This is an optimization exercise on Yosys and OpenROAD, whose aim is small area, not a production implementation.
Only simulation tests tie the RTL to the original design; equivalence was not proved.
No activity file was given, so power comes from the tool's default toggle rates.

`flow/config.mk`:
```
export PLATFORM = sky130hd
export DESIGN_NAME = sort_write_path
export DESIGN_NICKNAME = sort_write_path
export VERILOG_FILES = /design/flow/design.v
export SDC_FILE = /design/flow/constraint.sdc
export NUM_CORES = 4
export LEC_CHECK = 0
export CAP_MARGIN = 20
export CORE_MARGIN = 2
export CORE_UTILIZATION = 40
export SLEW_MARGIN = 20
```
`flow/constraint.sdc`:
```
create_clock -name core_clock -period 6.5 [get_ports {CLK}]
set_input_delay 1.3000 -clock core_clock [delete_from_list [all_inputs] [get_ports {CLK}]]
set_output_delay 1.3000 -clock core_clock [all_outputs]
set_load 0.01 [all_outputs]
```
`flow/design.v`:
```
`default_nettype none
package sort_pkg;
  localparam int KEY_W = 32;
  localparam int PAY_W = 32;
  localparam int REC_W = KEY_W + PAY_W;
  localparam int PACK_LOG = 2;
  localparam int WORD_W   = REC_W << PACK_LOG;
  localparam int IN_DEPTH_LOG = 3;
endpackage
`default_nettype wire
`timescale 1ns/1ps
`default_nettype none
module key_to_int (
  input  wire  [sort_pkg::REC_W-1:0]    i_record,
  output logic [sort_pkg::REC_W-1:0]    o_record
);
  localparam int KEY_W = sort_pkg::KEY_W;
  localparam int PAY_W = sort_pkg::PAY_W;
  wire             neg = i_record[KEY_W-1];
  wire [KEY_W-1:0] key = i_record[KEY_W-1:0];
  assign o_record[KEY_W-1:0]      = neg ? (KEY_W'(0) - {1'b0, key[KEY_W-2:0]}) : key;
  assign o_record[KEY_W +: PAY_W] = i_record[KEY_W +: PAY_W];
endmodule
`default_nettype wire
`timescale 1ns/1ps
`default_nettype none
module write_buffer #(
  parameter int OUT_DEPTH_LOG       = 4,
  parameter int WRITE_REQ_THRESHOLD = 4
) (
  input  wire                           CLK,
  input  wire                           RST,
  input  wire                           i_valid,
  input  wire  [sort_pkg::REC_W-1:0]    i_record,
  input  wire                           i_deq,
  output logic [sort_pkg::WORD_W-1:0]   o_data,
  output logic                          o_empty,
  output logic                          o_full,
  output logic                          o_write_req
);
  localparam int REC_W   = sort_pkg::REC_W;
  localparam int WORD_W  = sort_pkg::WORD_W;
  localparam int PACK    = 1 << sort_pkg::PACK_LOG;
  localparam int DEPTH   = 1 << OUT_DEPTH_LOG;
  localparam int NW      = DEPTH + 2;
  localparam int REQ_LOG = $clog2(WRITE_REQ_THRESHOLD);
  logic                   v1, v2, v3;
  logic [2:0]             rcnt;
  logic [1:0]             slot;
  logic                   pend;
  logic [OUT_DEPTH_LOG:0] wcnt;
  logic                   write_req_q;
  wire drain = (rcnt != 3'd0) && !wcnt[OUT_DEPTH_LOG];
  always_ff @(posedge CLK) begin
    if (RST) begin
      v1          <= 1'b0;
      v2          <= 1'b0;
      v3          <= 1'b0;
      rcnt        <= '0;
      slot        <= '0;
      pend        <= 1'b0;
      wcnt        <= '0;
      write_req_q <= 1'b0;
    end else begin
      v1          <= i_valid;
      v2          <= v1;
      v3          <= v2;
      rcnt        <= rcnt + {2'b0, v3} - {2'b0, drain};
      slot        <= slot + {1'b0, drain};
      pend        <= drain && (&slot);
      wcnt        <= wcnt + {{OUT_DEPTH_LOG{1'b0}}, pend} - {{OUT_DEPTH_LOG{1'b0}}, i_deq};
      write_req_q <= |wcnt[OUT_DEPTH_LOG:REQ_LOG];
    end
  end
  assign o_empty     = (wcnt == '0);
  assign o_full      = rcnt[2];
  assign o_write_req = write_req_q;
  logic [NW-1:0] wr_word;
  logic [1:0]    wr_pos;
  logic [NW-1:0] rd_word;
  always_ff @(posedge CLK) begin
    if (RST) begin
      wr_word <= {{(NW-1){1'b0}}, 1'b1};
      wr_pos  <= '0;
      rd_word <= {{(NW-1){1'b0}}, 1'b1};
    end else begin
      if (i_valid) begin
        wr_pos <= wr_pos + 1'b1;
        if (&wr_pos) wr_word <= {wr_word[NW-2:0], wr_word[NW-1]};
      end
      if (i_deq) begin
        rd_word <= {rd_word[NW-2:0], rd_word[NW-1]};
      end
    end
  end
  logic [NW-1:0][WORD_W-1:0] store;
  for (genvar j = 0; j < NW; j++) begin : g_word
    for (genvar p = 0; p < PACK; p++) begin : g_rec
      always_ff @(posedge CLK) begin
        if (i_valid && wr_word[j] && wr_pos == p) begin
          store[j][p*REC_W +: REC_W] <= i_record;
        end
      end
    end
  end
  always_comb begin
    o_data = '0;
    for (int j = 0; j < NW; j++) begin
      o_data = o_data | ({WORD_W{rd_word[j]}} & store[j]);
    end
  end
endmodule
`default_nettype wire
`timescale 1ns/1ps
`default_nettype none
module sort_write_path #(
  parameter int OUT_DEPTH_LOG       = 4,
  parameter int WRITE_REQ_THRESHOLD = 4
) (
  input  wire                           CLK,
  input  wire                           RST,
  input  wire                           i_valid,
  input  wire  [sort_pkg::REC_W-1:0]    i_record,
  input  wire                           i_deq,
  output logic [sort_pkg::WORD_W-1:0]   o_data,
  output logic                          o_empty,
  output logic                          o_full,
  output logic                          o_write_req
);
  logic [sort_pkg::REC_W-1:0] conv_record;
  key_to_int key_to_int_i (
    .i_record (i_record),
    .o_record (conv_record)
  );
  write_buffer #(
    .OUT_DEPTH_LOG       (OUT_DEPTH_LOG),
    .WRITE_REQ_THRESHOLD (WRITE_REQ_THRESHOLD)
  ) write_buffer_i (
    .CLK         (CLK),
    .RST         (RST),
    .i_valid     (i_valid),
    .i_record    (conv_record),
    .i_deq       (i_deq),
    .o_data      (o_data),
    .o_empty     (o_empty),
    .o_full      (o_full),
    .o_write_req (o_write_req)
  );
endmodule
`default_nettype wire
```
`flow/run.sh`:
```
#!/bin/bash
# synth_recipe.tcl (not shown) runs the flow's synth.tcl, then flattens the netlist and writes it again
# the make line also repeats each setting of config.mk as NAME=value (left out here)
make -C /OpenROAD-flow-scripts/flow DESIGN_CONFIG=/design/flow/config.mk WORK_HOME=/design/flow/orfs CLKGATE_MAP_FILE= SYNTH_SCRIPT=/design/flow/synth_recipe.tcl finish
```
==> out/metrics.yaml, run 1 <==
outcome: "timing/DRC/antenna clean"
wl_mm: 550.8
hpwl_mm: 285.9
p_per_area_mw_per_mm2: 320.0
p_sw_w: 0.01313
synthTopCellsByArea: "edfxtp_1 (83%), a221oi_1 (4.1%), a22o_1 (4.1%)"
port_buffers: 326
fmax_ghz: 0.1829
seq_area_mm2: 0.1395
cp_max_fo: 41
r2r.worst_path.cells: 4
multi_input_area_mm2: 0.02505
synth_top_area_share_pct: 83.32
rsz0062_at_grt: "false"
ys_warn_count: 1
die_h_um: 648.3
max-cap-violations: 0
setup_violations: 0
synthCells: 8348
final.setup.tns_ns: 0
synthesis.area_mm2: 0.1661
clk_pin_slew_ns: 0.06
p_leak_nw: 58.56
ioPinCount: 327
synth-seq-area-share_pct: 83.96
cts_tree: "yes"
yosys.area.top_type: "edfxtp_1"
r2r_end: "write_buffer_i.store[43]"
cp_data_arrival_time_ns: 4.17
yosysMostFrequentCell: "edfxtp_1"
cp-start-kind: "register"
grt_start_max_net_pins: 98
setup_ws_ns: 1.033
min_path_cells: 1
hold_class: "reg -> reg"
wl_per_cell_um: 37.35
synthDistinctLibCells: 46
cts_htree_levels: 5
num_vias: 95420
ys_top_cells_by_count: "edfxtp_1 (4608), a221oi_1 (768), a22o_1 (768), a22oi_1 (768), clkbuf_1 (453)"
clkLatencyLatePin_ns: 0.99
num-fill-cells: 34273
hold_viol_final: 0
vdd_ir_drop_max_mv: 0.2465
clockPowerShare_pct: 41.3
ys_ff_latch: 4661
dieArea_mm2: 0.4203
antenna_found_initial: 41
synth_edf_count: 4608
die_w_um: 648.3
drive_gt1_share_pct: 11.88
comb_power_share_pct: 4.2
area_delta_synth_final_pct: 15.64
seqPwrFrac_pct: 54.4
cts_root_buffer: "clkbuf_16"
fp.coreArea_mm2: 0.4134
worstReg2RegStart: "write_buffer_i.wr_pos[0]"
grt_use_total_pct: 25.47
hold_buffers: 0
drt_first_pass_iters: 8
grt_pass1_wl_mm: 745.4
endpoint_kind: "output port"
slew_viol_final: 0
hold_start: "write_buffer_i.v1"
relSlewSlack_pct: 20.07
required_ns: 5.20
whs_endpoint: "write_buffer_i.v2"
fin_nets: 8982
timing.final.crit_period_ns: 5.467
yosys_most_used_dff: "edfxtp_1"
gp_congestion: 0.8040
synth-async-reset-ratio_pct: 0
numClockSinks: 4661
dr.first_iter.drc_count: 16132
first_global_vias: 92647
hold_slack_ns: 0.4418
crit_type: "reg -> out"
finalCritPeriodShare_pct: 84.10
r2r_setup_slack_ns: 3.45
cts_buffers: 449
start_util_pct: 40.17
p_int_w: 0.04832
netSwitchingFraction_pct: 21.36
tightest_slew_ns: 1.199
antenna_left: 0
cts_resized: 0
postCtsSetupRepairBufs: 0
clk_path_buf_depth: 4
postSynthAreaPerCell_um2: 19.89
post-place-ws_ns: 1.815
fin_skew_ns: 0.04242
placementRows: 236
fin_util_pct: 46.45
drcViolationCount: 0
syn_nets: 8432
overflow: 0
post_drt_via_cell_ratio: 6.471
==> cell usage in the layout, fill, tap and decap left out, types with 50 or more instances in the layout <==
master           count
nand4_1            257
a22oi_1            768
edfxtp_1          4608
a22o_1             768
a221oi_1           768
clkinv_1           119
clkdlybuf4s50_1    290
nand2_1             50
and3_1             257
buf_12              62
clkbuf_1            83
clkinv_2            75
clkbuf_16          453
buf_4              280
and3_4              72
==> critical path, stage by stage (launching register included) <==
cell and delay [ns]:
dfxtp_4 1.02, buf_4 0.58, a22o_1 0.23, a221oi_1 0.05, and3_1 0.21, nand4_1 0.40, clkdlybuf4s50_1 0.65
==> area by class of cell <==
| class | count | area share (%) |
|---|---|---|
| flip-flops and latches | 4661 | 72.64 |
| multi-input cells | 3122 | 13.04 |
| clock buffers | 536 | 6.065 |
| well taps | 5474 | 3.567 |
| repair buffers | 647 | 3.322 |
| clock inverters | 281 | 1.314 |
| inverters | 17 | 0.03323 |
| diodes | 8 | 0.01042 |
==> per-layer routing <==
metal	vias up	part of all wire [%]	global-route usage (%)
met5	-	0.0051	0
li1	37216	-	-
met4	6	3.6	8.349
met2	6788	47	41.53
met3	849	11	4.183
met1	50561	38	34.94
==> cell families (layout without fill, tap and decap cells) <==
| family | after synthesis | after routing | synth area share, % |
|---|---|---|---|
| flip-flops | 4661 | 4661 | 83.96 |
| AO/OA/AOI/OAI | 2352 | 2352 | 11.76 |
| AND/OR/NAND/NOR | 701 | 701 | 2.546 |
| buffers and inverters | 565 | 1481 | 1.307 |
| XOR/XNOR | 35 | 35 | 0.1846 |
| multiplexers | 18 | 18 | 0.1085 |
| adder cells (fa/ha/maj) | 16 | 16 | 0.1296 |
| other | 0 | 8 | 0 |
==> metrics by stage <==
stage | area (um^2) | instances | power (W)
floorplan | 166100 | 8348 | 0.03502
global placement | 177800 | 13918 | 0.03660
detailed placement | 177800 | 13919 | 0.03668
CTS | 192000 | 14736 | 0.06160
global route | 192000 | 14739 | 0.06288
finish | 192000 | 14746 | 0.06145
==> sequential cells by signal (all words and copies together), names as in the netlist <==
register / cells
write_buffer_i.wr_word: 18
write_buffer_i.slot: 2
write_buffer_i.wr_pos: 2
write_buffer_i.write_req_q: 1
write_buffer_i.store: 4608
write_buffer_i.wcnt: 5
write_buffer_i.rd_word: 18
write_buffer_i.v3: 1
write_buffer_i.pend: 1
write_buffer_i.v1: 1
write_buffer_i.v2: 1
write_buffer_i.rcnt: 3
==> how the worst max path moves through the flow <==
| stage | start | end | slack [ns] |
|---|---|---|---|
| final | write_buffer_i.rd_word[4] | o_data[155] | 1.03 |
| after global routing | write_buffer_i.rd_word[4] | o_data[155] | 1.06 |
| after CTS | write_buffer_i.rd_word[2] | o_data[252] | 1.01 |
| after detailed placement | i_record[1] | write_buffer_i.store[3608] | 1.81 |
| after global placement | i_record[1] | write_buffer_i.store[280] | 1.81 |
| after floorplan | i_record[31] | write_buffer_i.store[1025] | 1.37 |
==> power by group through the flow <==
stage / Clock, W / Combinational, W / Sequential (W)
6_report: 0.0254 / 0.00260 / 0.0335
2_1_floorplan: 0 / 0.000926 / 0.0341
3_5_place_dp: 0 / 0.00259 / 0.0341
5_1_grt: 0.0267 / 0.00272 / 0.0334
3_3_place_gp: 0 / 0.00252 / 0.0341
4_1_cts: 0.0256 / 0.00260 / 0.0335
==> inputs of run 2 (changes only) <==
--- a/flow/config.mk
+++ b/flow/config.mk
@@ -10,2 +10,5 @@
 export CORE_UTILIZATION = 40
+export CTS_BUF_LIST = sky130_fd_sc_hd__clkbuf_8
+export CTS_CLUSTER_DIAMETER = 50
+export CTS_CLUSTER_SIZE = 18
 export SLEW_MARGIN = 20
==> run 2 against run 1 <==
Net effect:
- still clean on timing, DRC and antenna
- sequential share of layout area rose by 1.8 points
- worst setup slack worse by 0.18 ns
- via count decreased by 0.51%
- total power decreased by 10%
- count of clock-buffer cells in the layout shrank 115
- area after synthesis stayed put
- register-to-register slack got worse by 0.06 ns
- design area fell by 2.5%
- flip-flop and latch count is the same
- combinational power about the same
==> out/metrics.yaml, run 2 <==
crit_chain: "buf_4, a22o_1, a221oi_1, and3_1, nand4_1, clkdlybuf4s50_1"  # unchanged
cp_data_arrival_time_ns: 4.35  # was 4.17 ns
cp-endpoint: "o_data[155]"  # unchanged
met3_usage_pct: 4.096  # was 4.183%
relSlewSlack_pct: 18.88  # was 20.07%
dr.first_iter.drc_count: 16031  # was 16132
setup_violations: 0  # unchanged
fp.coreArea_mm2: 0.4134  # unchanged
synth-seq-area-share_pct: 83.96  # unchanged
synth_top_family_by_area: "compound AO/OA/AOI/OAI gates"  # unchanged
gp_congestion: 0.8040  # unchanged
hold_viol_final: 0  # unchanged
postCtsSetupRepairBufs: 0  # unchanged
drt_first_pass_iters: 6  # was 8
finalInstanceArea_mm2: 0.1873  # was 0.1920 mm^2
die_h_um: 648.3  # unchanged
fin_util_pct: 45.30  # was 46.45%
grt.met2_usage_pct: 41.58  # was 41.53%
largest_register: "write_buffer_i.store"  # unchanged
synthAdderAreaFrac_pct: 0.1296  # unchanged
hpwl_mm: 285.9  # unchanged
drive_gt1_share_pct: 13.04  # was 11.88%
clkLatencyLatePin_ns: 1.17  # was 0.99 ns
drcViolationCount: 0  # unchanged
ys_top_cells_by_count: "edfxtp_1 (4608), a221oi_1 (768), a22o_1 (768), a22oi_1 (768), clkbuf_1 (453)"  # unchanged
synth_edf_count: 4608  # unchanged
wl_mm: 549.4  # was 550.8 mm
synth-xor-area-share_pct: 0.1846  # unchanged
synth-async-reset-ratio_pct: 0  # unchanged
max_stage_delay_ns: 1.01  # was 1.02 ns
cp_max_fo: 41  # unchanged
p_per_area_mw_per_mm2: 293.8  # was 320.0 mW/mm^2
dpl_cell_area_mm2: 0.1778  # unchanged
crit_type: "reg -> out"  # unchanged
synthMuxAreaShare_pct: 0.1085  # unchanged
overflow: 0  # unchanged
max-cap-violations: 0  # unchanged
clk_pin_slew_ns: 0.11  # was 0.06 ns
hold_class: "in -> reg"  # was reg -> reg
antenna_left: 0  # unchanged
syn_nets: 8432  # unchanged
post_drt_via_cell_ratio: 6.451  # was 6.471
r2r_setup_slack_ns: 3.39  # was 3.45 ns
critPathSlowestCell: "dfxtp_4"  # unchanged
postSynthAreaPerCell_um2: 19.89  # unchanged
synthCells: 8348  # unchanged
cp-start-kind: "register"  # unchanged
tightest_slew_ns: 1.217  # was 1.199 ns
globalRouteMet1Util_pct: 34.96  # was 34.94%
grt.busiest_layer: "met2"  # unchanged
required_ns: 5.20  # about the same
num-fill-cells: 34782  # was 34273
cts_resized: 0  # unchanged
cp-startpoint: "write_buffer_i.rd_word[4]"  # unchanged
port_buffers: 326  # unchanged
final_cell_mix: "edfxtp_1 (4608), a22o_1 (768), a221oi_1 (768), a22oi_1 (768), clkbuf_8 (421)"  # was edfxtp_1 (4608), a22o_1 (768), a221oi_1 (768), a22oi_1 (768), clkbuf_16 (453)
worstReg2RegStart: "write_buffer_i.wr_pos[0]"  # unchanged
placementRows: 236  # unchanged
p_leak_nw: 56.33  # was 58.56 nW
fin_nets: 8948  # was 8982
synth_top_area_share_pct: 83.32  # unchanged
rsz0062_at_grt: "false"  # unchanged
ys_warn_count: 1  # unchanged
die_w_um: 648.3  # unchanged
grt_use_total_pct: 25.40  # was 25.47%
grt_start_max_net_pins: 98  # unchanged
yosys_most_used_dff: "edfxtp_1"  # unchanged
timing.final.crit_period_ns: 5.647  # was 5.467 ns
fmax_ghz: 0.1771  # was 0.1829 GHz
cts_buffers: 415  # was 449
slew_viol_final: 0  # unchanged
path_depth: 6  # unchanged
clk_path_buf_depth: 4  # unchanged
numClockSinks: 4661  # unchanged
synthesis.area_mm2: 0.1661  # unchanged
ys_ff_latch: 4661  # unchanged
area_delta_synth_final_pct: 12.77  # was 15.64%
num_vias: 94929  # was 95420
synthDistinctLibCells: 46  # unchanged
endpoint_kind: "output port"  # unchanged
layout_commonest_cell: "edfxtp_1"  # unchanged
fin_skew_ns: 0.07497  # was 0.04242 ns
final.setup.tns_ns: 0  # unchanged
outcome: "timing/DRC/antenna clean"  # unchanged
largest_reg_flops: 4608  # unchanged
r2r_end: "write_buffer_i.store[2063]"  # was write_buffer_i.store[43]
yosys.area_share.simple_pct: 2.546  # unchanged
synth_compound_area_share_pct: 11.76  # unchanged
yosys.area.top_type: "edfxtp_1"  # unchanged
grt_pass1_wl_mm: 742.8  # was 745.4 mm
wl_per_cell_um: 37.34  # was 37.35 um
yosysMostFrequentCell: "edfxtp_1"  # unchanged
r2r.worst_path.cells: 4  # unchanged
cts_htree_levels: 5  # unchanged
synthTopCellsByArea: "edfxtp_1 (83%), a221oi_1 (4.1%), a22o_1 (4.1%)"  # unchanged
antenna_found_initial: 33  # was 41
largestRegisters: "write_buffer_i.store: 4608 flops, write_buffer_i.rd_word: 18 flops, write_buffer_i.wr_word: 18 flops"  # unchanged
cts_root_buffer: "clkbuf_8"  # was clkbuf_16
cp_num_buf_inv: 2  # unchanged
path_delay_family: "buffers and inverters"  # unchanged
ioPinCount: 327  # unchanged
vdd_ir_drop_max_mv: 0.1974  # was 0.2465 mV
hold_buffers: 0  # unchanged
cts_tree: "yes"  # unchanged
finalCritPeriodShare_pct: 86.87  # was 84.10%
first_global_vias: 91949  # was 92647
dieArea_mm2: 0.4203  # unchanged
start_util_pct: 40.17  # unchanged
-- run 2: per-stage QoR --
step	hold WS (ns)	total power, W	cells	worst slack, ns
3_5_place_dp	0.4287	0.03668	13919	1.815
6_report	0.3596	0.05502	14715	0.8534
2_1_floorplan	0.4138	0.03502	8348	1.369
3_3_place_gp	0.4241	0.03660	13918	1.809
5_1_grt	0.3380	0.05639	14700	0.9112
4_1_cts	0.2635	0.05514	14697	0.7747
-- run 2: metal layers --
metal | wire length [um] | vias to the layer above
li1 | - | 37054
met1 | 208700 | 50393
met2 | 260100 | 6696
met3 | 62410 | 786
met4 | 18310 | 0
met5 | 0 | -
-- run 2: logic make-up after synthesis --
kind of cell / Yosys count
buffers and inverters: 565
and+or+nand+nor: 701
DFF: 4661
muxes: 18
xor gates and xnor gates: 35
AOI/OAI and AO/OA: 2352
adders and majority gates: 16
-- run 2: layout make-up --
class	count	area (um^2)	share of cell area [%]
antenna	16	40.04	0.02138
clock buffer	421	5794	3.094
clock inverter	357	3598	1.921
inverter	17	63.81	0.03407
multi-input combinational	3122	25050	13.38
sequential	4661	139500	74.49
tap	5474	6849	3.657
timing repair buffer	647	6379	3.406
-- run 2: worst min-delay path by stage --
stage / from / to / slack, ns / depth (start not counted)
2_1_floorplan: write_buffer_i.v1 / write_buffer_i.v2 / 0.41 / 1
3_3_place_gp: write_buffer_i.v2 / write_buffer_i.v3 / 0.42 / 1
3_5_place_dp: write_buffer_i.v1 / write_buffer_i.v2 / 0.43 / 1
4_1_cts: i_record[48] / write_buffer_i.store[2096] / 0.26 / 1
5_1_grt: i_record[48] / write_buffer_i.store[2096] / 0.34 / 1
6_report: i_record[48] / write_buffer_i.store[2096] / 0.36 / 1
-- run 2: where the power goes --
| part | total, W | leakage (nW) | internal [W] | switching [W] |
|---|---|---|---|---|
| logic | 0.00260 | 9.78 | 0.000721 | 0.00188 |
| registers | 0.0334 | 41.9 | 0.0333 | 0.0000787 |
| clock network | 0.0190 | 4.67 | 0.00806 | 0.0110 |
| total | 0.0550 | 56.3 | 0.0421 | 0.0129 |
==> inputs of run 3 (changes only) <==
--- a/flow/config.mk
+++ b/flow/config.mk
@@ -10,5 +10,5 @@
 export CORE_UTILIZATION = 40
-export CTS_BUF_LIST = sky130_fd_sc_hd__clkbuf_8
-export CTS_CLUSTER_DIAMETER = 50
-export CTS_CLUSTER_SIZE = 18
+export CTS_BUF_LIST = sky130_fd_sc_hd__clkbuf_16
+export CTS_CLUSTER_DIAMETER = 80
+export CTS_CLUSTER_SIZE = 32
 export SLEW_MARGIN = 20
==> run 3 against run 2 <==
Net effect:
- still clean
- critical path depth is the same
- utilization down 0.84 points
- sequential power barely moved
- worst setup slack gained 0.14 ns
- critical endpoint is now o_data[250]
==> out/metrics.yaml, run 3 <==
outcome: "timing/DRC/antenna clean"  # unchanged
synth_compound_area_share_pct: 11.76  # unchanged
crit_chain: "buf_4, a22o_1, a221oi_1, and3_1, nand4_1, clkdlybuf4s50_1"  # unchanged
synth_top_family_by_area: "compound AO/OA/AOI/OAI gates"  # unchanged
die_w_um: 648.3  # unchanged
cp-startpoint: "write_buffer_i.rd_word[2]"  # was write_buffer_i.rd_word[4]
post-place-ws_ns: 1.815  # unchanged
clk_path_buf_depth: 4  # unchanged
worstReg2RegStart: "write_buffer_i.wr_pos[0]"  # unchanged
synthDistinctLibCells: 46  # unchanged
fp.coreArea_mm2: 0.4134  # unchanged
start_util_pct: 40.17  # unchanged
wl_mm: 544.4  # was 549.4 mm
largest_register: "write_buffer_i.store"  # unchanged
hold_viol_final: 0  # unchanged
synth_edf_count: 4608  # unchanged
cts_htree_levels: 4  # was 5
cp_max_fo: 39  # was 41
numClockSinks: 4661  # unchanged
synth-seq-area-share_pct: 83.96  # unchanged
port_buffers: 326  # unchanged
layout_commonest_cell: "edfxtp_1"  # unchanged
fin_nets: 8718  # was 8948
num_vias: 93198  # was 94929
hold_slack_ns: 0.4480  # was 0.3596 ns
drcViolationCount: 0  # unchanged
first_global_vias: 89423  # was 91949
ys_ff_latch: 4661  # unchanged
yosysMostFrequentCell: "edfxtp_1"  # unchanged
p_leak_nw: 54.58  # was 56.33 nW
rsz0062_at_grt: "false"  # unchanged
synth-async-reset-ratio_pct: 0  # unchanged
area_delta_synth_final_pct: 10.68  # was 12.77%
wl_per_cell_um: 38.27  # was 37.34 um
finalCritPeriodShare_pct: 84.78  # was 86.87%
largest_reg_flops: 4608  # unchanged
post_drt_via_cell_ratio: 6.552  # was 6.451
final.setup.tns_ns: 0  # unchanged
fin_skew_ns: 0.07718  # was 0.07497 ns
cts_buffers: 187  # was 415
cp_num_buf_inv: 2  # unchanged
ys_top_cells_by_count: "edfxtp_1 (4608), a221oi_1 (768), a22o_1 (768), a22oi_1 (768), clkbuf_1 (453)"  # unchanged
largestRegisters: "write_buffer_i.store: 4608 flops, write_buffer_i.rd_word: 18 flops, write_buffer_i.wr_word: 18 flops"  # unchanged
yosys.area_share.simple_pct: 2.546  # unchanged
synthTopCellsByArea: "edfxtp_1 (83%), a221oi_1 (4.1%), a22o_1 (4.1%)"  # unchanged
vdd_ir_drop_max_mv: 0.2325  # was 0.1974 mV
clk_pin_slew_ns: 0.12  # was 0.11 ns
cp_data_arrival_time_ns: 4.21  # was 4.35 ns
drt_first_pass_iters: 6  # unchanged
cts_resized: 0  # unchanged
synth-xor-area-share_pct: 0.1846  # unchanged
postSynthAreaPerCell_um2: 19.89  # unchanged
fin_util_pct: 44.46  # was 45.30%
ioPinCount: 327  # unchanged
yosys_most_used_dff: "edfxtp_1"  # unchanged
path_delay_family: "buffers and inverters"  # unchanged
synthCells: 8348  # unchanged
required_ns: 5.20  # about the same
p_per_area_mw_per_mm2: 279.3  # was 293.8 mW/mm^2
synthesis.area_mm2: 0.1661  # unchanged
hpwl_mm: 285.9  # unchanged
crit_type: "reg -> out"  # unchanged
dr.first_iter.drc_count: 17039  # was 16031
postCtsSetupRepairBufs: 0  # unchanged
overflow: 0  # unchanged
max_stage_delay_ns: 0.98  # was 1.01 ns
synthMuxAreaShare_pct: 0.1085  # unchanged
max-cap-violations: 0  # unchanged
syn_nets: 8432  # unchanged
clkLatencyLatePin_ns: 0.98  # was 1.17 ns
gp_congestion: 0.8040  # unchanged
cts_root_buffer: "clkbuf_16"  # was clkbuf_8
grt_pass1_wl_mm: 734.1  # was 742.8 mm
relSlewSlack_pct: 17.93  # was 18.88%
setup_ws_ns: 0.9896  # was 0.8534 ns
antenna_found_initial: 41  # was 33
synthAdderAreaFrac_pct: 0.1296  # unchanged
hold_class: "reg -> reg"  # was in -> reg
num-fill-cells: 34973  # was 34782
antenna_left: 0  # unchanged
critPathSlowestCell: "dfxtp_4"  # unchanged
placementRows: 236  # unchanged
timing.final.crit_period_ns: 5.510  # was 5.647 ns
synth_top_area_share_pct: 83.32  # unchanged
grt_start_max_net_pins: 98  # unchanged
cts_tree: "yes"  # unchanged
slew_viol_final: 0  # unchanged
fmax_ghz: 0.1815  # was 0.1771 GHz
grt_use_total_pct: 25.16  # was 25.40%
final_cell_mix: "edfxtp_1 (4608), a22o_1 (768), a221oi_1 (768), a22oi_1 (768), clkdlybuf4s50_1 (290)"  # was edfxtp_1 (4608), a22o_1 (768), a221oi_1 (768), a22oi_1 (768), clkbuf_8 (421)
ys_warn_count: 1  # unchanged
yosys.area.top_type: "edfxtp_1"  # unchanged
hold_buffers: 0  # unchanged
drive_gt1_share_pct: 8.510  # was 13.04%
endpoint_kind: "output port"  # unchanged
dieArea_mm2: 0.4203  # unchanged
setup_violations: 0  # unchanged
tightest_slew_ns: 1.231  # was 1.217 ns
hold_start: "write_buffer_i.v1"  # was i_record[48]
cp-start-kind: "register"  # unchanged
die_h_um: 648.3  # unchanged
-- run 3: cell counts after synthesis --
Identical to the previous run, type by type.
-- run 3: metrics by stage --
| stage | instances | power (W) | cell area [um^2] |
|---|---|---|---|
| final | 14225 | 0.05134 | 183800 |
| after detailed placement | 13919 | 0.03668 | 177800 |
| after global routing | 14206 | 0.05250 | 183800 |
| after CTS | 14205 | 0.05144 | 183800 |
| after global placement | 13918 | 0.03660 | 177800 |
| after floorplan | 8348 | 0.03502 | 166100 |
-- run 3: cell type report --
type	count	area, um^2	share of cell area (%)
repair buffers	645	6327	3.442
multi-input cells	3122	25050	13.63
well taps	5474	6849	3.726
diodes	20	50.05	0.02723
clock inverters	93	1135	0.6174
clock buffers	193	4830	2.628
flip-flops and latches	4661	139500	75.90
inverters	17	63.81	0.03472
-- run 3: final timing paths --
kind         cells after the start  slack [ns]                          to
max                              6        0.99                 o_data[250]
min reg2reg                      1        0.45           write_buffer_i.v2
min                              1        0.45           write_buffer_i.v2
max reg2reg                      4        3.41  write_buffer_i.store[2574]
-- run 3: cell families after synthesis --
group                      count (synthesis)
buffers and inverters                    565
adders and majority gates                 16
and+or+nand+nor                          701
muxes                                     18
DFF                                     4661
xor gates and xnor gates                  35
AOI/OAI and AO/OA                       2352
-- run 3: metal layers --
layer	up-vias	wire, um	global-route usage [%]
met1	49887	208800	34.86
met2	6302	258800	41.43
met3	686	59380	3.746
met5	-	7	0
met4	2	17370	7.074
li1	36321	-	-
-- run 3: report_power, final --
part / total [W] / internal, W / switching [W]
logic: 0.00258 / 0.000716 / 0.00187
clock network: 0.0153 / 0.00601 / 0.00933
registers: 0.0334 / 0.0333 / 0.0000785
==> inputs of run 4 (changes only) <==
--- a/flow/config.mk
+++ b/flow/config.mk
@@ -7,3 +7,3 @@
 export LEC_CHECK = 0
-export CAP_MARGIN = 20
+export CAP_MARGIN = 5
 export CORE_MARGIN = 2
@@ -13,2 +13,2 @@
 export CTS_CLUSTER_SIZE = 32
-export SLEW_MARGIN = 20
+export SLEW_MARGIN = 5
==> run 4 against run 3 <==
Net effect:
- clock power about the same
- sequential power about the same
- largest power group unchanged
- critical path type unchanged
- fmax increased by 0.59%
- global-route usage about the same
- total power decreased by 0.24%
- design area about the same
- synthesized cell count unchanged
- flip-flop and latch count unchanged
- combinational power about the same
- clock skew decreased by 0.0079 ns
==> out/metrics.yaml, run 4 <==
outcome: "timing/DRC/antenna clean"  # unchanged
die_h_um: 648.3  # unchanged
wl_per_cell_um: 38.32  # was 38.27 um
final_cell_mix: "edfxtp_1 (4608), a22o_1 (768), a221oi_1 (768), a22oi_1 (768), clkdlybuf4s50_1 (291)"  # was edfxtp_1 (4608), a22o_1 (768), a221oi_1 (768), a22oi_1 (768), clkdlybuf4s50_1 (290)
start_util_pct: 40.17  # unchanged
ys_top_cells_by_count: "edfxtp_1 (4608), a221oi_1 (768), a22o_1 (768), a22oi_1 (768), clkbuf_1 (453)"  # unchanged
grt_start_max_net_pins: 98  # unchanged
relSlewSlack_pct: 15.28  # was 17.93%
wl_mm: 544.5  # was 544.4 mm
dr.first_iter.drc_count: 16422  # was 17039
hpwl_mm: 285.5  # was 285.9 mm
clk_path_buf_depth: 4  # unchanged
cts_resized: 0  # unchanged
synthDistinctLibCells: 46  # unchanged
finalCritPeriodShare_pct: 84.28  # was 84.78%
drt_first_pass_iters: 11  # was 6
synth_top_area_share_pct: 83.32  # unchanged
synthCells: 8348  # unchanged
numClockSinks: 4661  # unchanged
instances_no_fill: 14209  # was 14225
postSynthAreaPerCell_um2: 19.89  # unchanged
cts_buffers: 186  # was 187
postCtsSetupRepairBufs: 0  # unchanged
port_buffers: 326  # unchanged
post_drt_via_cell_ratio: 6.551  # was 6.552
yosysMostFrequentCell: "edfxtp_1"  # unchanged
finalInstanceArea_mm2: 0.1837  # was 0.1838 mm^2
cp_data_arrival_time_ns: 4.18  # was 4.21 ns
layout_commonest_cell: "edfxtp_1"  # unchanged
antenna_found_initial: 42  # was 41
clkLatencyLatePin_ns: 0.97  # was 0.98 ns
dp_cells: 13918  # was 13919
synthesis.area_mm2: 0.1661  # unchanged
ys_warn_count: 1  # unchanged
required_ns: 5.20  # about the same
grt_use_total_pct: 25.12  # was 25.16%
syn_nets: 8432  # unchanged
synth-async-reset-ratio_pct: 0  # unchanged
fmax_ghz: 0.1825  # was 0.1815 GHz
ioPinCount: 327  # unchanged
drcViolationCount: 0  # unchanged
rsz0062_at_grt: "false"  # unchanged
dieArea_mm2: 0.4203  # unchanged
first_global_vias: 89169  # was 89423
r2r_setup_slack_ns: 3.40  # was 3.41 ns
antenna_left: 0  # unchanged
tightest_slew_ns: 1.271  # was 1.231 ns
p_leak_nw: 54.52  # was 54.58 nW
cp-start-kind: "register"  # unchanged
overflow: 0  # unchanged
setup_violations: 0  # unchanged
hold_buffers: 0  # unchanged
hold_viol_final: 0  # unchanged
max-cap-violations: 0  # unchanged
placementRows: 236  # unchanged
hold_slack_ns: 0.4551  # was 0.4480 ns
timing.final.crit_period_ns: 5.478  # was 5.510 ns
num_vias: 93080  # was 93198
yosys_most_used_dff: "edfxtp_1"  # unchanged
cts_htree_levels: 4  # unchanged
cp_max_fo: 37  # was 39
fin_nets: 8716  # was 8718
yosys.area.top_type: "edfxtp_1"  # unchanged
num-fill-cells: 34954  # was 34973
fp.coreArea_mm2: 0.4134  # unchanged
synthTopCellsByArea: "edfxtp_1 (83%), a221oi_1 (4.1%), a22o_1 (4.1%)"  # unchanged
largest_reg_flops: 4608  # unchanged
fin_skew_ns: 0.06928  # was 0.07718 ns
largest_register: "write_buffer_i.store"  # unchanged
largestRegisters: "write_buffer_i.store: 4608 flops, write_buffer_i.rd_word: 18 flops, write_buffer_i.wr_word: 18 flops"  # unchanged
drive_gt1_share_pct: 8.452  # was 8.510%
gp_congestion: 0.8040  # unchanged
synth-seq-area-share_pct: 83.96  # unchanged
dpl_cell_area_mm2: 0.1778  # about the same
final.setup.tns_ns: 0  # unchanged
hold_class: "reg -> reg"  # unchanged
clk_pin_slew_ns: 0.11  # was 0.12 ns
crit_type: "reg -> out"  # unchanged
ys_ff_latch: 4661  # unchanged
synth_edf_count: 4608  # unchanged
die_w_um: 648.3  # unchanged
grt_pass1_wl_mm: 733.6  # was 734.1 mm
cts_root_buffer: "clkbuf_16"  # unchanged
p_per_area_mw_per_mm2: 278.9  # was 279.3 mW/mm^2
cts_tree: "yes"  # unchanged
slew_viol_final: 0  # unchanged
endpoint_kind: "output port"  # unchanged
area_delta_synth_final_pct: 10.60  # was 10.68%
vdd_ir_drop_max_mv: 0.2363  # was 0.2325 mV
run 4: cell counts after synthesis:
No cell type changed its count.
run 4: worst max-delay path, cell delays in order, from the launching register on:
cell	delay [ns]
dfxtp_4	1.08
buf_4	0.59
a22o_1	0.24
a221oi_1	0.05
and3_1	0.17
nand4_1	0.40
clkdlybuf4s50_1	0.65
run 4: final cells by class:
cell class | count | area (um^2) | area share, %
tap | 5474 | 6849 | 3.729
clock inverter | 86 | 1106 | 0.6022
sequential | 4661 | 139500 | 75.95
timing repair buffer | 644 | 6301 | 3.431
antenna | 15 | 37.54 | 0.02044
clock buffer | 190 | 4755 | 2.589
multi-input combinational | 3122 | 25050 | 13.64
inverter | 17 | 63.81 | 0.03474
run 4: through the flow:
step	utilization, %	setup WS (ns)	power (W)
2_1_floorplan	-	1.369	0.03502
3_3_place_gp	43.00	1.809	0.03660
3_5_place_dp	43.00	1.791	0.03668
4_1_cts	44.42	0.9903	0.05130
5_1_grt	44.42	1.035	0.05235
6_report	44.43	1.022	0.05122
run 4: kinds of logic (layout without fill, tap and decap cells):
family | Yosys count | in the layout | share of synthesized area (%)
muxes | 18 | 18 | 0.1085
adders and majority gates | 16 | 16 | 0.1296
and+or+nand+nor | 701 | 701 | 2.546
other | 0 | 15 | 0
buffers and inverters | 565 | 937 | 1.307
xor gates and xnor gates | 35 | 35 | 0.1846
AOI/OAI and AO/OA | 2352 | 2352 | 11.76
DFF | 4661 | 4661 | 83.96
run 4: power by group:
part	leakage, nW	switching (W)	internal (W)
clock network	2.89	0.00926	0.00596
registers	41.9	0.0000787	0.0333
logic	9.74	0.00187	0.000714
total	54.5	0.0112	0.0400
run 4: per-layer routing:
metal	GRT usage, %	vias up	part of all wire, %	wire, um
li1	-	36310	-	-
met3	3.573	658	11	58960
met2	41.44	6325	48	260300
met1	34.95	49779	38	208800
met5	0	-	0.016	86
met4	6.876	8	3.0	16390
run 4: worst paths after layout:
| path | start | cells past startpoint | end |
|---|---|---|---|
| min reg2reg | write_buffer_i.slot[0] | 2 | write_buffer_i.pend |
| max reg2reg | write_buffer_i.wr_pos[0] | 4 | write_buffer_i.store[2592] |
| max | write_buffer_i.rd_word[2] | 6 | o_data[250] |
| min | write_buffer_i.slot[0] | 2 | write_buffer_i.pend |
==> inputs of run 5 (changes only) <==
==> flow/flow/run.sh (new file) <==
#!/bin/bash
# The standard layout (standard.sh: the standard flow's synthesis and ORFS steps, unchanged), with two
# arguments changed: the port buffers are the smallest buffer cell, and clock tree synthesis
# inserts no dummy loads. The full make output goes to flow_make.log in the work folder; each
# ORFS step also keeps its own log under orfs/logs/.
set -euo pipefail
CTS="-sink_clustering_enable -repair_clock_nets -sink_clustering_size 28 -sink_clustering_max_diameter 70 -buf_list sky130_fd_sc_hd__clkbuf_16 -dont_use_dummy_load"
bash standard.sh "CTS_ARGS=$CTS" "BUFFER_PORTS_ARGS=-buffer_cell sky130_fd_sc_hd__buf_1" finish > flow_make.log 2>&1
==> flow/standard.sh (new file) <==
#!/bin/bash
# synth_recipe.tcl (not shown) runs the flow's synth.tcl, then flattens the netlist and writes it again
# the make line also repeats each setting of config.mk as NAME=value (left out here)
make -C /OpenROAD-flow-scripts/flow DESIGN_CONFIG=/design/flow/config.mk WORK_HOME=/design/flow/orfs CLKGATE_MAP_FILE= SYNTH_SCRIPT=/design/flow/synth_recipe.tcl "${@:-finish}"
--- a/flow/config.mk
+++ b/flow/config.mk
@@ -7,3 +7,3 @@
 export LEC_CHECK = 0
-export CAP_MARGIN = 5
+export CAP_MARGIN = 20
 export CORE_MARGIN = 2
@@ -11,4 +11,4 @@
 export CTS_BUF_LIST = sky130_fd_sc_hd__clkbuf_16
-export CTS_CLUSTER_DIAMETER = 80
-export CTS_CLUSTER_SIZE = 32
-export SLEW_MARGIN = 5
+export CTS_CLUSTER_DIAMETER = 70
+export CTS_CLUSTER_SIZE = 28
+export SLEW_MARGIN = 20
removed: flow/run.sh
==> run 5 against run 4 <==
Net effect:
- area after synthesis is the same
- wire length is essentially flat
- combinational power shrank 7%
- global-route usage is essentially flat
- fmax grew 3.6%
- first-iteration DRC count grew 1.8%
- sequential power is essentially flat
- non-clock buffer count shrank 34
- critical endpoint is now o_data[255]
==> out/metrics.yaml, run 5 <==
outcome: "timing/DRC/antenna clean"  # unchanged
num_vias: 93232  # was 93080
hold_class: "reg -> reg"  # unchanged
grt_use_total_pct: 25.09  # was 25.12%
ys_warn_count: 1  # unchanged
yosysMostFrequentCell: "edfxtp_1"  # unchanged
ys_top_cells_by_count: "edfxtp_1 (4608), a221oi_1 (768), a22o_1 (768), a22oi_1 (768), clkbuf_1 (453)"  # unchanged
postCtsSetupRepairBufs: 0  # unchanged
vdd_ir_drop_max_mv: 0.2307  # was 0.2363 mV
ioPinCount: 327  # unchanged
drt_first_pass_iters: 6  # was 11
cts_root_buffer: "clkbuf_16"  # unchanged
endpoint_kind: "output port"  # unchanged
max-cap-violations: 0  # unchanged
min_path_cells: 2  # unchanged
first_global_vias: 88896  # was 89169
die_h_um: 648.3  # unchanged
antenna_left: 0  # unchanged
numClockSinks: 4661  # unchanged
max_stage_delay_ns: 1.09  # was 1.08 ns
dp_cells: 13883  # was 13918
cts_tree: "yes"  # unchanged
cp_data_arrival_time_ns: 3.99  # was 4.18 ns
cts_htree_levels: 4  # unchanged
synthCells: 8348  # unchanged
fin_skew_ns: 0.1027  # was 0.06928 ns
tightest_slew_ns: 1.218  # was 1.271 ns
finalCritPeriodShare_pct: 81.32  # was 84.28%
fp.coreArea_mm2: 0.4134  # unchanged
synth_edf_count: 4608  # unchanged
whs_endpoint: "write_buffer_i.pend"  # unchanged
rsz0062_at_grt: "false"  # unchanged
cp-startpoint: "write_buffer_i.rd_word[7]"  # was write_buffer_i.rd_word[2]
hold_start: "write_buffer_i.slot[0]"  # unchanged
grt_start_max_net_pins: 91  # was 98
p_leak_nw: 53.27  # was 54.52 nW
worstReg2RegStart: "write_buffer_i.wr_pos[0]"  # unchanged
r2r.worst_path.cells: 4  # unchanged
area_delta_synth_final_pct: 8.962  # was 10.60%
p_per_area_mw_per_mm2: 279.1  # was 278.9 mW/mm^2
post-place-ws_ns: 1.851  # was 1.791 ns
die_w_um: 648.3  # unchanged
drive_gt1_share_pct: 7.688  # was 8.452%
required_ns: 5.20  # about the same
synthDistinctLibCells: 46  # unchanged
hold_buffers: 0  # unchanged
yosys_most_used_dff: "edfxtp_1"  # unchanged
crit_chain: "buf_4, a22o_1, a221oi_1, and3_1, nand4_1, buf_1"  # was buf_4, a22o_1, a221oi_1, and3_1, nand4_1, clkdlybuf4s50_1
cts_resized: 0  # unchanged
cp_max_fo: 43  # was 37
final_cell_mix: "edfxtp_1 (4608), a22o_1 (768), a221oi_1 (768), a22oi_1 (768), buf_1 (290)"  # was edfxtp_1 (4608), a22o_1 (768), a221oi_1 (768), a22oi_1 (768), clkdlybuf4s50_1 (291)
gp_congestion: 0.8028  # was 0.8040
largestRegisters: "write_buffer_i.store: 4608 flops, write_buffer_i.rd_word: 18 flops, write_buffer_i.wr_word: 18 flops"  # unchanged
hpwl_mm: 281.7  # was 285.5 mm
postSynthAreaPerCell_um2: 19.89  # unchanged
wl_mm: 544.7  # was 544.5 mm
wl_per_cell_um: 38.60  # was 38.32 um
clkLatencyLatePin_ns: 1.01  # was 0.97 ns
relSlewSlack_pct: 18.78  # was 15.28%
fin_nets: 8710  # was 8716
final.setup.tns_ns: 0  # unchanged
yosys.area.top_type: "edfxtp_1"  # unchanged
critPathSlowestCell: "dfxtp_4"  # unchanged
timing.final.crit_period_ns: 5.286  # was 5.478 ns
clk_path_buf_depth: 4  # unchanged
hold_viol_final: 0  # unchanged
synthTopCellsByArea: "edfxtp_1 (83%), a221oi_1 (4.1%), a22o_1 (4.1%)"  # unchanged
setup_violations: 0  # unchanged
cts_buffers: 214  # was 186
r2r_setup_slack_ns: 3.31  # was 3.40 ns
start_util_pct: 40.17  # unchanged
cp-start-kind: "register"  # unchanged
synth_top_area_share_pct: 83.32  # unchanged
ys_ff_latch: 4661  # unchanged
post_drt_via_cell_ratio: 6.607  # was 6.551
r2r_end: "write_buffer_i.store[1839]"  # was write_buffer_i.store[2592]
synth-seq-area-share_pct: 83.96  # unchanged
dpl_cell_area_mm2: 0.1755  # was 0.1778 mm^2
slew_viol_final: 0  # unchanged
setup_ws_ns: 1.214  # was 1.022 ns
synthesis.area_mm2: 0.1661  # unchanged
port_buffers: 326  # unchanged
placementRows: 236  # unchanged
finalInstanceArea_mm2: 0.1809  # was 0.1837 mm^2
overflow: 0  # unchanged
synth-async-reset-ratio_pct: 0  # unchanged
grt_pass1_wl_mm: 731.7  # was 733.6 mm
antenna_found_initial: 47  # was 42
drcViolationCount: 0  # unchanged
crit_type: "reg -> out"  # unchanged
dr.first_iter.drc_count: 16721  # was 16422
largest_reg_flops: 4608  # unchanged
largest_register: "write_buffer_i.store"  # unchanged
instances_no_fill: 14111  # was 14209
clk_pin_slew_ns: 0.10  # was 0.11 ns
dieArea_mm2: 0.4203  # unchanged
syn_nets: 8432  # unchanged
fin_util_pct: 43.77  # was 44.43%
layout_commonest_cell: "edfxtp_1"  # unchanged
fmax_ghz: 0.1892  # was 0.1825 GHz
## run 5: changes by cell type in the layout (fill, tap and decap cells not counted), moves of 8 or more
cell,change
buf_4,-47
inv_6,-12
buf_1,+290
clkinv_1,-8
buf_12,-14
bufinv_16,-10
clkbuf_16,+24
clkbuf_4,+24
clkinv_4,-8
inv_1,-13
clkdlybuf4s50_1,-291
## run 5: critical path: cells and delay by family, from the launching register on
family / cells / cell delay (ns)
AND/OR/NAND/NOR: 2 / 0.63
buffers and inverters: 2 / 0.94
AO/OA/AOI/OAI: 2 / 0.30
flip-flops: 1 / 1.09
## run 5: per-layer routing
metal / vias up / global-route usage [%] / part of all wire (%)
li1: 36188 / - / -
met1: 49661 / 35.05 / 38
met2: 6659 / 40.82 / 47
met3: 716 / 3.703 / 11
met4: 8 / 7.530 / 3.3
met5: - / 0 / 0.010
## run 5: where the power goes
part           switching (W)  total [W]  leakage (nW)  internal (W)
logic                0.00190    0.00240          8.75      0.000507
registers          0.0000661     0.0334          41.9        0.0333
clock network        0.00882     0.0147          2.64       0.00588
total                 0.0108     0.0505          53.3        0.0397
## run 5: cells by family after synthesis
kind of cell             Yosys count  synth area share [%]
adder cells (fa/ha/maj)           16                0.1296
buffers and inverters            565                 1.307
AND/OR/NAND/NOR                  701                 2.546
flip-flops                      4661                 83.96
XOR/XNOR                          35                0.1846
multiplexers                      18                0.1085
AO/OA/AOI/OAI                   2352                 11.76
## run 5: worst max path at each step
stage	to	depth (start not counted)
6_report	o_data[255]	6
5_1_grt	o_data[255]	6
4_1_cts	o_data[244]	6
3_3_place_gp	write_buffer_i.store[3352]	8
3_5_place_dp	write_buffer_i.store[3352]	8
2_1_floorplan	write_buffer_i.store[1025]	2
## run 5: layout make-up
type | instances | area [um^2]
Sequential cell | 4661 | 139500
Tap cell | 5474 | 6849
Multi-Input combinational cell | 3122 | 25050
Antenna cell | 13 | 32.53
Timing Repair Buffer | 610 | 4095
Clock buffer | 214 | 5355
Fill cell | 35150 | 232400
Inverter | 17 | 63.81
## run 5: metrics by stage
step | total power, W | hold WS, ns
after floorplan | 0.03502 | 0.4138
after global placement | 0.03641 | 0.4305
after detailed placement | 0.03649 | 0.4496
after CTS | 0.05060 | 0.4562
after global routing | 0.05158 | 0.4813
final | 0.05050 | 0.4517
==> inputs of run 6 (changes only) <==
--- a/flow/design.v
+++ b/flow/design.v
@@ -22,2 +22,16 @@
   assign o_record[KEY_W +: PAY_W] = i_record[KEY_W +: PAY_W];
+endmodule
+`default_nettype wire
+`timescale 1ns/1ps
+`default_nettype none
+module word_select3 #(
+  parameter int WIDTH = 256
+) (
+  input  wire  [2:0]            i_sel,
+  input  wire  [3*WIDTH-1:0]    i_data,
+  output logic [WIDTH-1:0]      o_nor
+);
+  assign o_nor = ~(({WIDTH{i_sel[0]}} & i_data[0*WIDTH +: WIDTH]) |
+                   ({WIDTH{i_sel[1]}} & i_data[1*WIDTH +: WIDTH]) |
+                   ({WIDTH{i_sel[2]}} & i_data[2*WIDTH +: WIDTH]));
 endmodule
@@ -95,3 +109,3 @@
   end
-  logic [NW-1:0][WORD_W-1:0] store;
+  logic [NW*WORD_W-1:0] store;
   for (genvar j = 0; j < NW; j++) begin : g_word
@@ -100,3 +114,3 @@
         if (i_valid && wr_word[j] && wr_pos == p) begin
-          store[j][p*REC_W +: REC_W] <= i_record;
+          store[j*WORD_W + p*REC_W +: REC_W] <= i_record;
         end
@@ -105,7 +119,19 @@
   end
+  localparam int NG = (NW + 2) / 3;
+  logic [NG-1:0][WORD_W-1:0] grp_n;
+  wire [3*NG-1:0]        rd_sel  = (3*NG)'(rd_word);
+  wire [3*NG*WORD_W-1:0] rd_data = (3*NG*WORD_W)'(store);
+  for (genvar g = 0; g < NG; g++) begin : g_grp
+    word_select3 #(.WIDTH(WORD_W)) sel_i (
+      .i_sel  (rd_sel[3*g +: 3]),
+      .i_data (rd_data[3*g*WORD_W +: 3*WORD_W]),
+      .o_nor  (grp_n[g])
+    );
+  end
   always_comb begin
-    o_data = '0;
-    for (int j = 0; j < NW; j++) begin
-      o_data = o_data | ({WORD_W{rd_word[j]}} & store[j]);
+    o_data = '1;
+    for (int g = 0; g < NG; g++) begin
+      o_data = o_data & grp_n[g];
     end
+    o_data = ~o_data;
   end
--- a/flow/config.mk
+++ b/flow/config.mk
@@ -14 +14,3 @@
 export SLEW_MARGIN = 20
+export SYNTH_HIERARCHICAL = 1
+export SYNTH_MINIMUM_KEEP_SIZE = 0
==> run 6 against run 5 <==
Net effect:
- synthesized cell count decreased by 9.0%
- flip-flop and latch count unchanged
- design area decreased by 2.2%
- highest routed layer unchanged
- largest cell class unchanged
- critical path type unchanged
==> out/metrics.yaml, run 6 <==
outcome: "timing/DRC/antenna clean"  # unchanged
post_drt_via_cell_ratio: 6.501  # was 6.607
fin_skew_ns: 0.05900  # was 0.1027 ns
syn_nets: 7679  # was 8432
ys_warn_count: 7  # was 1
die_w_um: 645.5  # was 648.3 um
largest_register: "write_buffer_i.store"  # unchanged
yosysMostFrequentCell: "edfxtp_1"  # unchanged
synth_top_area_share_pct: 84.06  # was 83.32%
timing.final.crit_period_ns: 4.917  # was 5.286 ns
crit_chain: "buf_12, a222oi_1, and4_1, nand3_1, buf_1"  # was buf_4, a22o_1, a221oi_1, and3_1, nand4_1, buf_1
cts_root_buffer: "clkbuf_16"  # unchanged
setup_violations: 0  # unchanged
grt_pass1_wl_mm: 651.3  # was 731.7 mm
die_h_um: 645.5  # was 648.3 um
start_util_pct: 40.19  # was 40.17%
slew_viol_final: 0  # unchanged
cp_data_arrival_time_ns: 3.62  # was 3.99 ns
post-place-ws_ns: 2.363  # was 1.851 ns
layout_commonest_cell: "edfxtp_1"  # unchanged
antenna_left: 0  # unchanged
drt_first_pass_iters: 12  # was 6
clk_pin_slew_ns: 0.10  # about the same
hold_viol_final: 0  # unchanged
critPathSlowestCell: "dfxtp_4"  # unchanged
tightest_slew_ns: 1.179  # was 1.218 ns
max-cap-violations: 0  # unchanged
fp.coreArea_mm2: 0.4096  # was 0.4134 mm^2
r2r.worst_path.cells: 4  # unchanged
synthCells: 7597  # was 8348
numClockSinks: 4661  # unchanged
wl_mm: 475.8  # was 544.7 mm
r2r_setup_slack_ns: 3.47  # was 3.31 ns
ys_ff_latch: 4661  # unchanged
clk_path_buf_depth: 4  # unchanged
yosys.area.top_type: "edfxtp_1"  # unchanged
synth_edf_count: 4608  # unchanged
hold_start: "write_buffer_i.v1"  # was write_buffer_i.slot[0]
hpwl_mm: 251.2  # was 281.7 mm
worstReg2RegStart: "write_buffer_i.wr_pos[0]"  # unchanged
postSynthAreaPerCell_um2: 21.67  # was 19.89 um^2
fin_nets: 7880  # was 8710
grt_use_total_pct: 21.98  # was 25.09%
gp_congestion: 0.7835  # was 0.8028
largest_reg_flops: 4608  # unchanged
synthTopCellsByArea: "edfxtp_1 (84%), a222oi_1 (9.3%), and4_1 (1.4%)"  # was edfxtp_1 (83%), a221oi_1 (4.1%), a22o_1 (4.1%)
cp_num_buf_inv: 2  # unchanged
fmax_ghz: 0.2034  # was 0.1892 GHz
setup_ws_ns: 1.583  # was 1.214 ns
cts_buffers: 205  # was 214
dr.first_iter.drc_count: 20216  # was 16721
endpoint_kind: "output port"  # unchanged
wl_per_cell_um: 35.88  # was 38.60 um
cp_max_fo: 55  # was 43
whs_endpoint: "write_buffer_i.v2"  # was write_buffer_i.pend
hold_buffers: 0  # unchanged
final_cell_mix: "edfxtp_1 (4608), a222oi_1 (1536), buf_1 (290)"  # was edfxtp_1 (4608), a22o_1 (768), a221oi_1 (768), a22oi_1 (768), buf_1 (290)
hold_class: "reg -> reg"  # unchanged
cts_htree_levels: 4  # unchanged
p_per_area_mw_per_mm2: 281.2  # was 279.1 mW/mm^2
drive_gt1_share_pct: 7.927  # was 7.688%
synthDistinctLibCells: 42  # was 46
finalCritPeriodShare_pct: 75.65  # was 81.32%
num_vias: 86205  # was 93232
path_delay_family: "flip-flops"  # unchanged
relSlewSlack_pct: 21.38  # was 18.78%
synthesis.area_mm2: 0.1646  # was 0.1661 mm^2
r2r_end: "write_buffer_i.store[2226]"  # was write_buffer_i.store[1839]
grt_start_max_net_pins: 91  # unchanged
crit_type: "reg -> out"  # unchanged
overflow: 0  # unchanged
ioPinCount: 327  # unchanged
p_leak_nw: 50.96  # was 53.27 nW
final.setup.tns_ns: 0  # unchanged
max_stage_delay_ns: 1.13  # was 1.09 ns
min_path_cells: 1  # was 2
drcViolationCount: 0  # unchanged
first_global_vias: 83202  # was 88896
largestRegisters: "write_buffer_i.store: 4608 flops, write_buffer_i.rd_word: 18 flops, write_buffer_i.wr_word: 18 flops"  # unchanged
clkLatencyLatePin_ns: 0.97  # was 1.01 ns
synth-seq-area-share_pct: 84.70  # was 83.96%
cp-start-kind: "register"  # unchanged
placementRows: 235  # was 236
antenna_found_initial: 34  # was 47
cts_resized: 0  # unchanged
dieArea_mm2: 0.4167  # was 0.4203 mm^2
cts_tree: "yes"  # unchanged
ys_top_cells_by_count: "edfxtp_1 (4608), a222oi_1 (1536), buf_2 (277)"  # was edfxtp_1 (4608), a221oi_1 (768), a22o_1 (768), a22oi_1 (768), clkbuf_1 (453)
postCtsSetupRepairBufs: 0  # unchanged
area_delta_synth_final_pct: 7.478  # was 8.962%
required_ns: 5.20  # about the same
yosys_most_used_dff: "edfxtp_1"  # unchanged
vdd_ir_drop_max_mv: 0.2381  # was 0.2307 mV
rsz0062_at_grt: "false"  # unchanged
port_buffers: 326  # unchanged
synth-async-reset-ratio_pct: 0  # unchanged
-- run 6: power breakdown --
| group | switching (W) | internal, W |
|---|---|---|
| clock network | 0.00861 | 0.00565 |
| registers | 0.0000744 | 0.0333 |
| logic | 0.00168 | 0.000405 |
-- run 6: logic make-up after synthesis --
family | synth area share [%]
simple gates | 2.777
xor+xnor | 0.1809
fa+ha+maj | 0.1155
compound gates | 9.573
mux | 0.1224
flops | 84.70
buf+inv | 2.527
-- run 6: worst max-delay path by stage --
| stage | start | end | slack (ns) | cells past startpoint |
|---|---|---|---|---|
| finish | write_buffer_i.rd_word[10] | o_data[76] | 1.58 | 5 |
| detailed placement | i_record[1] | write_buffer_i.store[3984] | 2.36 | 8 |
| global placement | i_valid | write_buffer_i.store[1543] | 2.09 | 4 |
| floorplan | i_record[31] | write_buffer_i.store[1025] | 1.46 | 2 |
| CTS | write_buffer_i.rd_word[14] | o_data[241] | 1.54 | 5 |
| global route | write_buffer_i.rd_word[14] | o_data[241] | 1.51 | 5 |
-- run 6: layout make-up --
| type | count | area [um^2] |
|---|---|---|
| Inverter | 15 | 56.30 |
| Fill cell | 34647 | 232700 |
| Sequential cell | 4661 | 139500 |
| Multi-Input combinational cell | 2357 | 21610 |
| Antenna cell | 14 | 35.03 |
| Tap cell | 5451 | 6820 |
| Timing Repair Buffer | 558 | 3771 |
| Clock buffer | 205 | 5130 |
-- run 6: layer usage --
metal	vias up	track usage, %	part of all wire (%)
met4	4	6.658	3.5
met2	5759	36.27	48
met1	45274	30.30	38
li1	34565	-	-
met5	-	0	0.068
met3	603	3.176	11
-- run 6: through the flow --
step	util (%)	hold WS, ns	cell area [um^2]	instances	power (W)
final	43.20	0.4732	176900	13261	0.04974
after global routing	43.19	0.4961	176900	13252	0.05096
after CTS	43.14	0.4860	176700	13240	0.04990
after detailed placement	41.89	0.4762	171600	13035	0.03619
after global placement	41.89	0.4613	171600	13034	0.03611
after floorplan	-	0.4138	164600	7597	0.03506
==> inputs of run 7 (changes only) <==
--- a/flow/config.mk
+++ b/flow/config.mk
@@ -9,3 +9,3 @@
 export CORE_MARGIN = 2
-export CORE_UTILIZATION = 40
+export CORE_UTILIZATION = 50
 export CTS_BUF_LIST = sky130_fd_sc_hd__clkbuf_16
==> run 7 against run 6 <==
Net effect:
- still clean
- synthesized cell count unchanged
- clock power is essentially flat
- total power about the same
- die area is 20% lower
- first-iteration DRC count up 2.5%
- wire length rose by 1.5%
- flip-flop and latch count did not move
- count of clock-buffer cells in the layout grew 1
- via count increased by 1.6%
- global-route usage increased by 6.3 points
- cell count decreased by 8.2%
- critical endpoint is now o_data[151]
- largest cell class unchanged
==> out/metrics.yaml, run 7 <==
outcome: "timing/DRC/antenna clean"  # unchanged
clockPowerShare_pct: 28.7  # about the same
vdd_ir_drop_max_mv: 0.2081  # was 0.2381 mV
largest_register: "write_buffer_i.store"  # unchanged
worstReg2RegStart: "write_buffer_i.wr_pos[0]"  # unchanged
hold_viol_final: 0  # unchanged
ys_ff_latch: 4661  # unchanged
synth_top_family_by_area: "compound AO/OA/AOI/OAI gates"  # unchanged
drt_first_pass_iters: 13  # was 12
grt_use_total_pct: 28.24  # was 21.98%
post_drt_via_cell_ratio: 7.196  # was 6.501
cp-start-kind: "register"  # unchanged
synthesis.area_mm2: 0.1646  # unchanged
dpl_cell_area_mm2: 0.1703  # was 0.1716 mm^2
ys_warn_count: 7  # unchanged
yosys_most_used_dff: "edfxtp_1"  # unchanged
final.setup.tns_ns: 0  # unchanged
wl_met3_mm: 57.00  # was 52.51 mm
hpwl_mm: 249.9  # was 251.2 mm
max-cap-violations: 0  # unchanged
ioPinCount: 327  # unchanged
comb_power_share_pct: 4.2  # about the same
hold_class: "reg -> reg"  # unchanged
wl_per_cell_um: 39.65  # was 35.88 um
layout_commonest_cell: "edfxtp_1"  # unchanged
die_h_um: 577.8  # was 645.5 um
synth-async-reset-ratio_pct: 0  # unchanged
fmax_ghz: 0.1930  # was 0.2034 GHz
setup_violations: 0  # unchanged
antenna_found_initial: 41  # was 34
crit_type: "reg -> out"  # unchanged
p_sw_w: 0.01033  # was 0.01036 W
hold_start: "write_buffer_i.v2"  # was write_buffer_i.v1
drcViolationCount: 0  # unchanged
relSlewSlack_pct: 18.87  # was 21.38%
syn_nets: 7679  # unchanged
overflow: 0  # unchanged
slew_viol_final: 0  # unchanged
power_w: 0.04973  # was 0.04974 W
endpoint_kind: "output port"  # unchanged
cp-startpoint: "write_buffer_i.rd_word[7]"  # was write_buffer_i.rd_word[10]
p_int_w: 0.03940  # was 0.03938 W
fin_skew_ns: 0.1012  # was 0.05900 ns
postSynthAreaPerCell_um2: 21.67  # unchanged
cts_root_buffer: "clkbuf_16"  # unchanged
yosys.area.top_type: "edfxtp_1"  # unchanged
largestRegisters: "write_buffer_i.store: 4608 flops, write_buffer_i.rd_word: 18 flops, write_buffer_i.wr_word: 18 flops"  # unchanged
synthDistinctLibCells: 42  # unchanged
dp_cells: 11964  # was 13035
synth_compound_area_share_pct: 9.573  # unchanged
dr.first_iter.drc_count: 20729  # was 20216
cts_resized: 0  # unchanged
required_ns: 5.20  # about the same
finalInstanceArea_mm2: 0.1755  # was 0.1769 mm^2
synth-xor-area-share_pct: 0.1809  # unchanged
seqPwrFrac_pct: 67.2  # about the same
yosysMostFrequentCell: "edfxtp_1"  # unchanged
r2r_end: "write_buffer_i.store[100]"  # was write_buffer_i.store[2226]
finalCritPeriodShare_pct: 79.73  # was 75.65%
synth-seq-area-share_pct: 84.70  # unchanged
cp_max_fo: 54  # was 55
routed.top_layer: "met5"  # unchanged
timing.final.crit_period_ns: 5.182  # was 4.917 ns
area_delta_synth_final_pct: 6.596  # was 7.478%
final_cell_mix: "edfxtp_1 (4608), a222oi_1 (1536), buf_1 (291)"  # was edfxtp_1 (4608), a222oi_1 (1536), buf_1 (290)
drt-met1-wl_mm: 183.3  # was 179.6 mm
cts_buffers: 206  # was 205
cts_htree_levels: 4  # unchanged
fp.coreArea_mm2: 0.3274  # was 0.4096 mm^2
port_buffers: 326  # unchanged
synthCells: 7597  # unchanged
start_util_pct: 50.28  # was 40.19%
placementRows: 210  # was 235
p_per_area_mw_per_mm2: 283.4  # was 281.2 mW/mm^2
instances_no_fill: 12176  # was 13261
ys_top_cells_by_count: "edfxtp_1 (4608), a222oi_1 (1536), buf_2 (277)"  # unchanged
synth_edf_count: 4608  # unchanged
r2r.worst_path.cells: 3  # was 4
tightest_slew_ns: 1.217  # was 1.179 ns
cp-endpoint: "o_data[151]"  # was o_data[76]
die_w_um: 577.8  # was 645.5 um
cp_data_arrival_time_ns: 3.88  # was 3.62 ns
drive_gt1_share_pct: 8.256  # was 7.927%
clk_pin_slew_ns: 0.10  # about the same
gp_congestion: 0.7830  # was 0.7835
largest_reg_flops: 4608  # unchanged
grt_start_max_net_pins: 112  # was 91
synth_top_area_share_pct: 84.06  # unchanged
antenna_left: 0  # unchanged
numClockSinks: 4661  # unchanged
postCtsSetupRepairBufs: 0  # unchanged
hold_buffers: 0  # unchanged
clkLatencyLatePin_ns: 0.96  # was 0.97 ns
synthAdderAreaFrac_pct: 0.1155  # unchanged
rsz0062_at_grt: "false"  # unchanged
clk_path_buf_depth: 4  # unchanged
wl_met2_mm: 229.8  # was 226.9 mm
netSwitchingFraction_pct: 20.78  # was 20.83%
r2r_setup_slack_ns: 3.31  # was 3.47 ns
fin_nets: 7909  # was 7880
synthMuxAreaShare_pct: 0.1224  # unchanged
first_global_vias: 84759  # was 83202
synthTopCellsByArea: "edfxtp_1 (84%), a222oi_1 (9.3%), and4_1 (1.4%)"  # unchanged
grt_pass1_wl_mm: 661.0  # was 651.3 mm
dieArea_mm2: 0.3338  # was 0.4167 mm^2
num_vias: 87616  # was 86205
wl_mm: 482.8  # was 475.8 mm
p_leak_nw: 51.05  # was 50.96 nW
yosys.area_share.simple_pct: 2.777  # unchanged
cts_tree: "yes"  # unchanged
-- run 7: cell counts after synthesis --
No cell type changed its count.
-- run 7: metal layers --
metal	up-vias	track usage, %
met5	-	0
met4	14	7.239
met3	589	4.372
met2	6419	45.86
met1	45989	40.28
li1	34605	-
-- run 7: layout make-up --
class,count,area [um^2]
Fill cell,25040,151900
Tap cell,4346,5438
Sequential cell,4661,139500
Timing Repair Buffer,586,3697
Multi-Input combinational cell,2357,21610
Antenna cell,5,12.51
Clock buffer,206,5155
Inverter,15,56.30
-- run 7: power by group through the flow --
stage                     registers [W]  logic [W]  clock network (W)
after global routing             0.0334    0.00219             0.0153
after global placement           0.0341    0.00202                  0
after detailed placement         0.0341    0.00208                  0
after floorplan                  0.0341   0.000969                  0
after CTS                        0.0334    0.00208             0.0144
final                            0.0334    0.00208             0.0142
-- run 7: how the worst min path moves through the flow --
stage,cells past startpoint,to
5_1_grt,1,write_buffer_i.v3
6_report,1,write_buffer_i.v3
3_5_place_dp,1,write_buffer_i.v3
3_3_place_gp,1,write_buffer_i.v2
4_1_cts,1,write_buffer_i.v3
2_1_floorplan,1,write_buffer_i.v2
-- run 7: cell families (layout without fill, tap and decap cells) --
kind of cell	count (synthesis)	count (layout)
AND/OR/NAND/NOR	699	699
other	0	5
adder cells (fa/ha/maj)	14	14
XOR/XNOR	34	34
flip-flops	4661	4661
AO/OA/AOI/OAI	1590	1590
buffers and inverters	579	807
multiplexers	20	20
-- run 7: critical path, stage by stage (launching register included) --
cell      delay, ns
dfxtp_4        1.14
buf_4          0.77
a222oi_1       0.22
and4_1         0.21
nand3_1        0.34
buf_1          0.20
-- run 7: through the flow --
step                      hold WS, ns  setup slack, ns  util (%)
after CTS                      0.4607            1.321     53.58
after floorplan                0.4138            1.464         -
after global routing           0.4734            1.291     53.59
final                          0.4563            1.318     53.60
after global placement         0.4311            1.892     51.99
after detailed placement       0.4325            1.892     52.01

static timing again, ports no longer ideal:
In the flow no input, the clock included, has a driving cell. The finished layouts below were timed again as built, in two steps.
Step 1 sets driving cells, clkbuf_16 on the clock port and buf_2 on the other inputs (assumed; they add their load-dependent delay and slew).
Step 2 also shifts input and output timing later by t, the mid clock arrival at the registers, as if the neighbouring blocks saw the same clock.
Slacks: ideal ports / drivers / drivers and shift; pairs: ideal ports / drivers.
| run | shift t [ns] | setup WS [ns] | clock arrival spread, ns |
|---|---|---|---|
| run 1 | 1.078 | 1.033 / 0.926 / 1.689 | 0.054 / 0.054 |
| run 2 | 1.248 | 0.853 / 0.746 / 1.655 | 0.099 / 0.099 |
| run 3 | 1.056 | 0.990 / 0.880 / 1.716 | 0.092 / 0.091 |
| run 4 | 1.054 | 1.022 / 0.911 / 1.649 | 0.084 / 0.084 |
| run 5 | 1.061 | 1.214 / 1.098 / 1.731 | 0.132 / 0.133 |
| run 6 | 1.023 | 1.583 / 1.475 / 2.306 | 0.114 / 0.115 |
| run 7 | 1.000 | 1.318 / 1.230 / 1.932 | 0.109 / 0.110 |
After both steps setup and hold are still met in every run listed.
